Source: an optimization exercise on an open RTL-to-GDS flow (aim: small area). Production flows keep margins and buffers that such runs may drop.
Function was checked by simulation only, so behaviour that the tests miss may differ from the original.
Power figures rest on the tool's default switching activity, not on a simulated workload.

==> 08-06 <==
==> flow/design.v <==
package fmap_stream_reader_pkg;
  localparam int unsigned DEF_DATA_W      = 32;
  localparam int unsigned DEF_FMAP_W      = 6;
  localparam int unsigned DEF_FMAP_H      = 6;
  localparam int unsigned DEF_TIMEOUT_CYC = 4096;
  localparam int unsigned POS_W           = 3;
  typedef enum logic [2:0] {
    S_IDLE,
    S_ENG_RST,
    S_ENG_START,
    S_WAIT_DONE,
    S_STREAM
  } state_t;
  function automatic integer idx_w(input integer n);
    if (n <= 2) idx_w = 1;
    else        idx_w = $clog2(n);
  endfunction
endpackage
module max2_sel #(
  parameter int unsigned DATA_W = 32
) (
  input  logic signed [DATA_W-1:0] a,
  input  logic signed [DATA_W-1:0] b,
  input  logic                     pool,
  input  logic                     pick,
  output logic signed [DATA_W-1:0] y
);
  function automatic logic [1:0] cmp(input logic [DATA_W-1:0] x, input logic [DATA_W-1:0] z,
                                     input int lo, input int w);
    logic [1:0] h;
    logic [1:0] l;
    if (w == 1) begin
      cmp = {x[lo] & !z[lo], x[lo] ~^ z[lo]};
    end else begin
      h   = cmp(x, z, lo + w / 2, w - w / 2);
      l   = cmp(x, z, lo, w / 2);
      cmp = {h[1] | (h[0] & l[1]), h[0] & l[0]};
    end
  endfunction
  logic [1:0] c;
  logic       sel;
  always_comb begin
    c   = cmp({!a[DATA_W-1], a[DATA_W-2:0]}, {!b[DATA_W-1], b[DATA_W-2:0]}, 0, DATA_W);
    sel = pool ? c[1] : pick;
    y   = sel ? a : b;
  end
endmodule
import fmap_stream_reader_pkg::*;
module fmap_stream_reader #(
  parameter int unsigned DATA_W      = DEF_DATA_W,
  parameter int unsigned FMAP_W      = DEF_FMAP_W,
  parameter int unsigned FMAP_H      = DEF_FMAP_H,
  parameter int unsigned TIMEOUT_CYC = DEF_TIMEOUT_CYC
) (
  input  logic                                   clk,
  input  logic                                   rst,
  input  logic                                   frame_req,
  input  logic                                   pool_en,
  output logic                                   eng_rst,
  output logic                                   eng_start,
  input  logic                                   eng_done,
  input  logic [FMAP_W*FMAP_H*DATA_W-1:0]        fmap,
  output logic                                   m_valid,
  input  logic                                   m_ready,
  output logic signed [DATA_W-1:0]               m_data,
  output logic [POS_W-1:0]                       m_row,
  output logic [POS_W-1:0]                       m_col,
  output logic                                   m_last,
  output logic                                   busy,
  output logic                                   err,
  output logic [15:0]                            frame_cnt
);
  localparam int unsigned WW = FMAP_W / 2;
  localparam int unsigned WH = FMAP_H / 2;
  logic                     s_rst;
  logic                     s_start;
  logic                     s_wait;
  logic                     s_strm;
  logic                     pool_q;
  logic [11:0]              tcnt;
  logic                     tc_fb;
  logic                     tc_hit;
  logic                     v_q;
  logic signed [DATA_W-1:0] d_q;
  logic [POS_W-1:0]         r_q;
  logic [POS_W-1:0]         c_q;
  logic                     l_q;
  logic                     xfer;
  logic                     done_frame;
  logic                     load;
  logic [POS_W-1:0]         row;
  logic [POS_W-1:0]         col;
  logic [POS_W-1:0]         row_last;
  logic [POS_W-1:0]         col_last;
  logic [POS_W-1:0]         wr;
  logic [POS_W-1:0]         wc;
  logic [WH*WW-1:0]         wsel;
  logic signed [DATA_W-1:0] q00, q01, q10, q11;
  logic signed [DATA_W-1:0] m0, m1, beat_val;
  function automatic logic [15:0] inc16(input logic [15:0] x);
    for (int i = 0; i < 16; i++) inc16[i] = x[i] ^ (&(x | ~((16'd1 << i) - 16'd1)));
  endfunction
  assign tc_fb      = tcnt[11] ^ tcnt[5] ^ tcnt[3] ^ tcnt[0] ^ (tcnt[10:0] == 11'd0);
  assign tc_hit     = (tcnt == 12'h800);
  assign row_last   = pool_q ? POS_W'(WH - 1) : POS_W'(FMAP_H - 1);
  assign col_last   = pool_q ? POS_W'(WW - 1) : POS_W'(FMAP_W - 1);
  assign l_q        = (row == row_last + 1'b1);
  assign xfer       = v_q & m_ready;
  assign done_frame = xfer & l_q;
  assign load       = s_strm & (!v_q | (m_ready & !l_q));
  always_comb begin
    if (col == '0) begin
      r_q = row - 1'b1;
      c_q = col_last;
    end else begin
      r_q = row;
      c_q = col - 1'b1;
    end
  end
  always_comb begin
    wr = pool_q ? row : (row >> 1);
    wc = pool_q ? col : (col >> 1);
    for (int i = 0; i < WH; i++)
      for (int j = 0; j < WW; j++)
        wsel[i*WW+j] = (wr == POS_W'(i)) && (wc == POS_W'(j));
  end
  always_comb begin
    q00 = '0;
    q01 = '0;
    q10 = '0;
    q11 = '0;
    for (int i = 0; i < WH; i++)
      for (int j = 0; j < WW; j++) begin
        q00 = q00 | ({DATA_W{wsel[i*WW+j]}} & fmap[DATA_W*((2*i)*FMAP_W + 2*j)     +: DATA_W]);
        q01 = q01 | ({DATA_W{wsel[i*WW+j]}} & fmap[DATA_W*((2*i)*FMAP_W + 2*j + 1) +: DATA_W]);
        q10 = q10 | ({DATA_W{wsel[i*WW+j]}} & fmap[DATA_W*((2*i+1)*FMAP_W + 2*j)   +: DATA_W]);
        q11 = q11 | ({DATA_W{wsel[i*WW+j]}} & fmap[DATA_W*((2*i+1)*FMAP_W + 2*j+1) +: DATA_W]);
      end
  end
  max2_sel #(.DATA_W(DATA_W)) u_m0 (.a(q00), .b(q01), .pool(pool_q), .pick(!col[0]), .y(m0));
  max2_sel #(.DATA_W(DATA_W)) u_m1 (.a(q10), .b(q11), .pool(pool_q), .pick(!col[0]), .y(m1));
  max2_sel #(.DATA_W(DATA_W)) u_m2 (.a(m0),  .b(m1),  .pool(pool_q), .pick(!row[0]), .y(beat_val));
  always_ff @(posedge clk or posedge rst) begin
    if (rst) begin
      s_rst     <= 1'b0;
      s_start   <= 1'b0;
      s_wait    <= 1'b0;
      s_strm    <= 1'b0;
      err       <= 1'b0;
      v_q       <= 1'b0;
      frame_cnt <= '0;
    end else begin
      s_rst   <= !busy & frame_req;
      s_start <= s_rst;
      s_wait  <= s_start | (s_wait & !eng_done & !tc_hit);
      s_strm  <= (s_wait & eng_done) | (s_strm & !done_frame);
      if (!busy && frame_req)               err <= 1'b0;
      else if (s_wait && !eng_done && tc_hit) err <= 1'b1;
      if (done_frame) begin
        v_q       <= 1'b0;
        frame_cnt <= inc16(frame_cnt);
      end else if (load) begin
        v_q <= 1'b1;
      end
    end
  end
  always_ff @(posedge clk) begin
    if (!busy && frame_req) pool_q <= pool_en;
  end
  always_ff @(posedge clk) begin
    if (s_start)     tcnt <= '0;
    else if (s_wait) tcnt <= {tcnt[10:0], tc_fb};
  end
  always_ff @(posedge clk) begin
    if (load) d_q <= beat_val;
  end
  always_ff @(posedge clk) begin
    if (s_start) begin
      row <= '0;
      col <= '0;
    end else if (load) begin
      if (col == col_last) begin
        row <= row + 1'b1;
        col <= '0;
      end else begin
        col <= col + 1'b1;
      end
    end
  end
  assign eng_rst   = s_rst;
  assign eng_start = s_start;
  assign busy      = s_rst | s_start | s_wait | s_strm;
  assign m_valid = v_q;
  assign m_data  = d_q;
  assign m_row   = r_q;
  assign m_col   = c_q;
  assign m_last  = l_q;
endmodule
==> flow/flow/run.sh <==
#!/bin/bash
# Standard layout with three changes:
#  - synthesis maps the logic with this flow's area-oriented ABC script
#    (flow/abc.script) and without the half/full-adder extraction; the rest of
#    the synthesis script (synth_recipe.tcl) is unchanged, so the registers are
#    the standard synthesis's;
#  - the ports are buffered with the smallest buffer cell;
#  - pins may sit one routing track apart, so that they fit on a smaller die.
set -euo pipefail
W=$PWD
export MY_ABC_SCRIPT=$W/flow/abc.script
cat flow/abc_override.tcl synth_recipe.tcl > $W/flow_synth.tcl
bash standard.sh SYNTH_SCRIPT=$W/flow_synth.tcl ADDER_MAP_FILE= \
  "BUFFER_PORTS_ARGS=-buffer_cell sky130_fd_sc_hd__buf_1" \
  "PLACE_PINS_ARGS=-min_distance 1 -min_distance_in_tracks" finish > standard_flow.log 2>&1
==> flow/flow/abc.script <==
strash
dch
amap
strash
dch
amap
strash
dch
amap
topo
buffer -c
upsize -c -D 7000
dnsize -c -D 7000
==> flow/flow/abc_override.tcl <==
# Technology mapping with this flow's own ABC script (MY_ABC_SCRIPT) in place
# of ORFS's; everything else in the synthesis is the standard one.
proc abc {args} {
  set i [lsearch -exact $args -script]
  if {$i >= 0 && [info exists ::env(MY_ABC_SCRIPT)]} {
    lset args [expr {$i + 1}] $::env(MY_ABC_SCRIPT)
  }
  yosys abc {*}$args
}
==> flow/standard.sh <==
#!/bin/bash
# synth_recipe.tcl (not shown) runs the flow's synth.tcl, then flattens the netlist and writes it again
# the make line also repeats each setting of config.mk as NAME=value (left out here)
make -C /OpenROAD-flow-scripts/flow DESIGN_CONFIG=/design/flow/config.mk WORK_HOME=/design/flow/orfs CLKGATE_MAP_FILE= SYNTH_SCRIPT=/design/flow/synth_recipe.tcl "${@:-finish}"
==> flow/config.mk <==
export PLATFORM = sky130hd
export DESIGN_NAME = fmap_stream_reader
export DESIGN_NICKNAME = fmap_stream_reader
export VERILOG_FILES = /design/flow/design.v
export SDC_FILE = /design/flow/constraint.sdc
export NUM_CORES = 4
export LEC_CHECK = 0
export CAP_MARGIN = 20
export CORE_AREA = 5 5 235 235
export CTS_BUF_LIST = sky130_fd_sc_hd__clkbuf_4 sky130_fd_sc_hd__clkbuf_8
export DIE_AREA = 0 0 240 240
export PLACE_DENSITY = 0.9
export SLEW_MARGIN = 20
==> flow/constraint.sdc <==
create_clock -name core_clock -period 10.0 [get_ports {clk}]
set_input_delay 2.0000 -clock core_clock [delete_from_list [all_inputs] [get_ports {clk}]]
set_output_delay 2.0000 -clock core_clock [all_outputs]
set_load 0.01 [all_outputs]
==> inputs of 06-22, as changes to 08-06 <==
==> flow/flow/abc.script (replaced) <==
strash
dch
amap
strash
dch
amap
topo
buffer -c
upsize -c -D 7000
dnsize -c -D 7000
CORE_AREA = 5 5 195 195   (was 5 5 235 235)
CTS_BUF_LIST = unset   (was sky130_fd_sc_hd__clkbuf_4 sky130_fd_sc_hd__clkbuf_8)
DIE_AREA = 0 0 200 200   (was 0 0 240 240)
PLACE_DENSITY = unset   (was 0.9)
==> inputs of 03-08, as changes to 08-06 <==
--- a/flow/design.v
+++ b/flow/design.v
@@ -104,20 +104,21 @@
   assign tc_hit     = (tcnt == 12'h800);
   assign row_last   = pool_q ? POS_W'(WH - 1) : POS_W'(FMAP_H - 1);
   assign col_last   = pool_q ? POS_W'(WW - 1) : POS_W'(FMAP_W - 1);
-  assign l_q        = (row == row_last + 1'b1);
+  assign l_q        = (r_q == row_last) && (c_q == col_last);
   assign xfer       = v_q & m_ready;
   assign done_frame = xfer & l_q;
   assign load       = s_strm & (!v_q | (m_ready & !l_q));
   always_comb begin
-    if (col == '0) begin
-      r_q = row - 1'b1;
-      c_q = col_last;
+    if (!v_q) begin
+      row = '0;
+      col = '0;
+    end else if (c_q == col_last) begin
+      row = r_q + 1'b1;
+      col = '0;
     end else begin
-      r_q = row;
-      c_q = col - 1'b1;
+      row = r_q;
+      col = c_q + 1'b1;
     end
-  end
-  always_comb begin
     wr = pool_q ? row : (row >> 1);
     wc = pool_q ? col : (col >> 1);
     for (int i = 0; i < WH; i++)
@@ -172,19 +173,10 @@
     else if (s_wait) tcnt <= {tcnt[10:0], tc_fb};
   end
   always_ff @(posedge clk) begin
-    if (load) d_q <= beat_val;
-  end
-  always_ff @(posedge clk) begin
-    if (s_start) begin
-      row <= '0;
-      col <= '0;
-    end else if (load) begin
-      if (col == col_last) begin
-        row <= row + 1'b1;
-        col <= '0;
-      end else begin
-        col <= col + 1'b1;
-      end
+    if (load) begin
+      d_q <= beat_val;
+      r_q <= row;
+      c_q <= col;
     end
   end
   assign eng_rst   = s_rst;
==> flow/flow/run.sh (replaced) <==
#!/bin/bash
# Standard layout with two changes:
#  - synthesis maps the logic with this flow's area-oriented ABC script
#    (flow/abc.script) and without the half/full-adder extraction; the rest of
#    the synthesis script (synth_recipe.tcl) is unchanged, so the registers are
#    the standard synthesis's;
#  - the ports are buffered with the smallest buffer cell.
set -euo pipefail
W=$PWD
export MY_ABC_SCRIPT=$W/flow/abc.script
cat flow/abc_override.tcl synth_recipe.tcl > $W/flow_synth.tcl
bash standard.sh SYNTH_SCRIPT=$W/flow_synth.tcl ADDER_MAP_FILE= \
  "BUFFER_PORTS_ARGS=-buffer_cell sky130_fd_sc_hd__buf_1" finish > standard_flow.log 2>&1
==> flow/flow/abc.script (replaced) <==
strash
dch
amap
strash
dch
amap
topo
buffer -c
upsize -c -D 7000
dnsize -c -D 7000
CORE_AREA = 10 10 440 440   (was 5 5 235 235)
CTS_BUF_LIST = unset   (was sky130_fd_sc_hd__clkbuf_4 sky130_fd_sc_hd__clkbuf_8)
DIE_AREA = 0 0 450 450   (was 0 0 240 240)
PLACE_DENSITY = unset   (was 0.9)
==> notes <==
06-22 stopped in global routing (5_1_grt) (GRT-0116). 08-06 went through all stages and came out clean. 03-08 went through all stages and came out clean. In 03-08 the non-clock buffer count is higher than in 08-06, by 153. Against 08-06, the routed wire length of 03-08 is higher by 120%. Against 03-08, the sequential share of layout area of 08-06 is higher by 2.1 points. Count of clock-buffer cells in the layout is the same in 08-06 and 03-08. Against 08-06, the worst setup slack of 03-08 is lower by 250 ps. The highest synthesized cell count belongs to 03-08, the lowest to 08-06. Of 08-06 and 03-08, 03-08 has the higher final area (gap 20%, measured against 03-08). Against 08-06, the clock power of 03-08 is larger by about 40%. Against 06-22, the area after synthesis of 08-06 is smaller by about 0.7%.
==> figures <==
| quantity | 06-22 | 03-08 | 08-06 |
|---|---|---|---|
| Amount of wire on met3 after detailed routing | - | 31000 µm | 15240 µm |
| Y dimension of the die | 200 µm | 450 µm | 240 µm |
| Max frequency | - | 105.0 MHz | 107.8 MHz |
| Number of placement rows | 69 | 157 | 84 |
| Largest register FFs | - | 32 | 32 |
| Gate count of the mapped netlist | 1357 | 1377 | 1327 |
| Cell count after placement | 2925 | 5098 | 3118 |
| DIE AREA | - | 202500 µm² | 57600 µm² |
| Max stage delay cell, worst path | - | sky130_fd_sc_hd__nor2_4 | sky130_fd_sc_hd__edfxtp_1 |
| Switching power summed over all nets | - | 5720 µW | 4013 µW |
| Run status | stopped before the end | no timing/DRC/antenna violations | no timing/DRC/antenna violations |
| Last stage reached | global routing (5_1_grt) | - | - |
| Post-Route WL | - | 231600 µm | 104300 µm |
| Post-detailed-route via-to-cell ratio | - | 4.288 | 6.375 |
| Power Sequential | - | 640 µW | 640 µW |
| Max IR drop VDD | - | 0.2568 mV | 0.3545 mV |
| Leading cell kind | - | multi-input gates | multi-input gates |
| Setup TNS | - | 0 ps | 0 ps |
| Effective utilization at floorplan | 28.68% | 5.615% | 19.31% |
| Number of ordinary inverters in the final layout | - | 63 | 44 |
| Worst setup EP type | - | flop | flop |

-- separate check: timing with driven ports --
The results above use ideal ports. As a check the final layouts listed here were re-extracted and re-timed, cells and wires unchanged. Step 1 (the two cells are an assumption about what drives the block):
set clk [get_ports {clk}]
set_driving_cell -lib_cell sky130_fd_sc_hd__clkbuf_16 $clk
set_driving_cell -lib_cell sky130_fd_sc_hd__buf_2 [delete_from_list [all_inputs] $clk]
Step 2 also shifts input and output timing later by t, the mid clock arrival at the registers, as if the neighbouring blocks saw the same clock. Slacks: no drivers / after step 1 / after step 2; pairs: no drivers / after step 1.
| run | t, ns | setup WS [ns] | worst setup path at the end | slew at the worst register clock pin (ns) |
|---|---|---|---|---|
| 08-06 | 0.396 | 0.723 / 0.723 / 0.432 | input to register | 0.10 / 0.10 |
| 03-08 | 0.429 | 0.476 / 0.476 / 0.476 | register to register | 0.06 / 0.06 |
After both steps every run listed still meets setup and hold. For 08-06, which loses most, drivers alone change the setup slack by 0.000 ns; drivers and shift together by -0.291 ns.
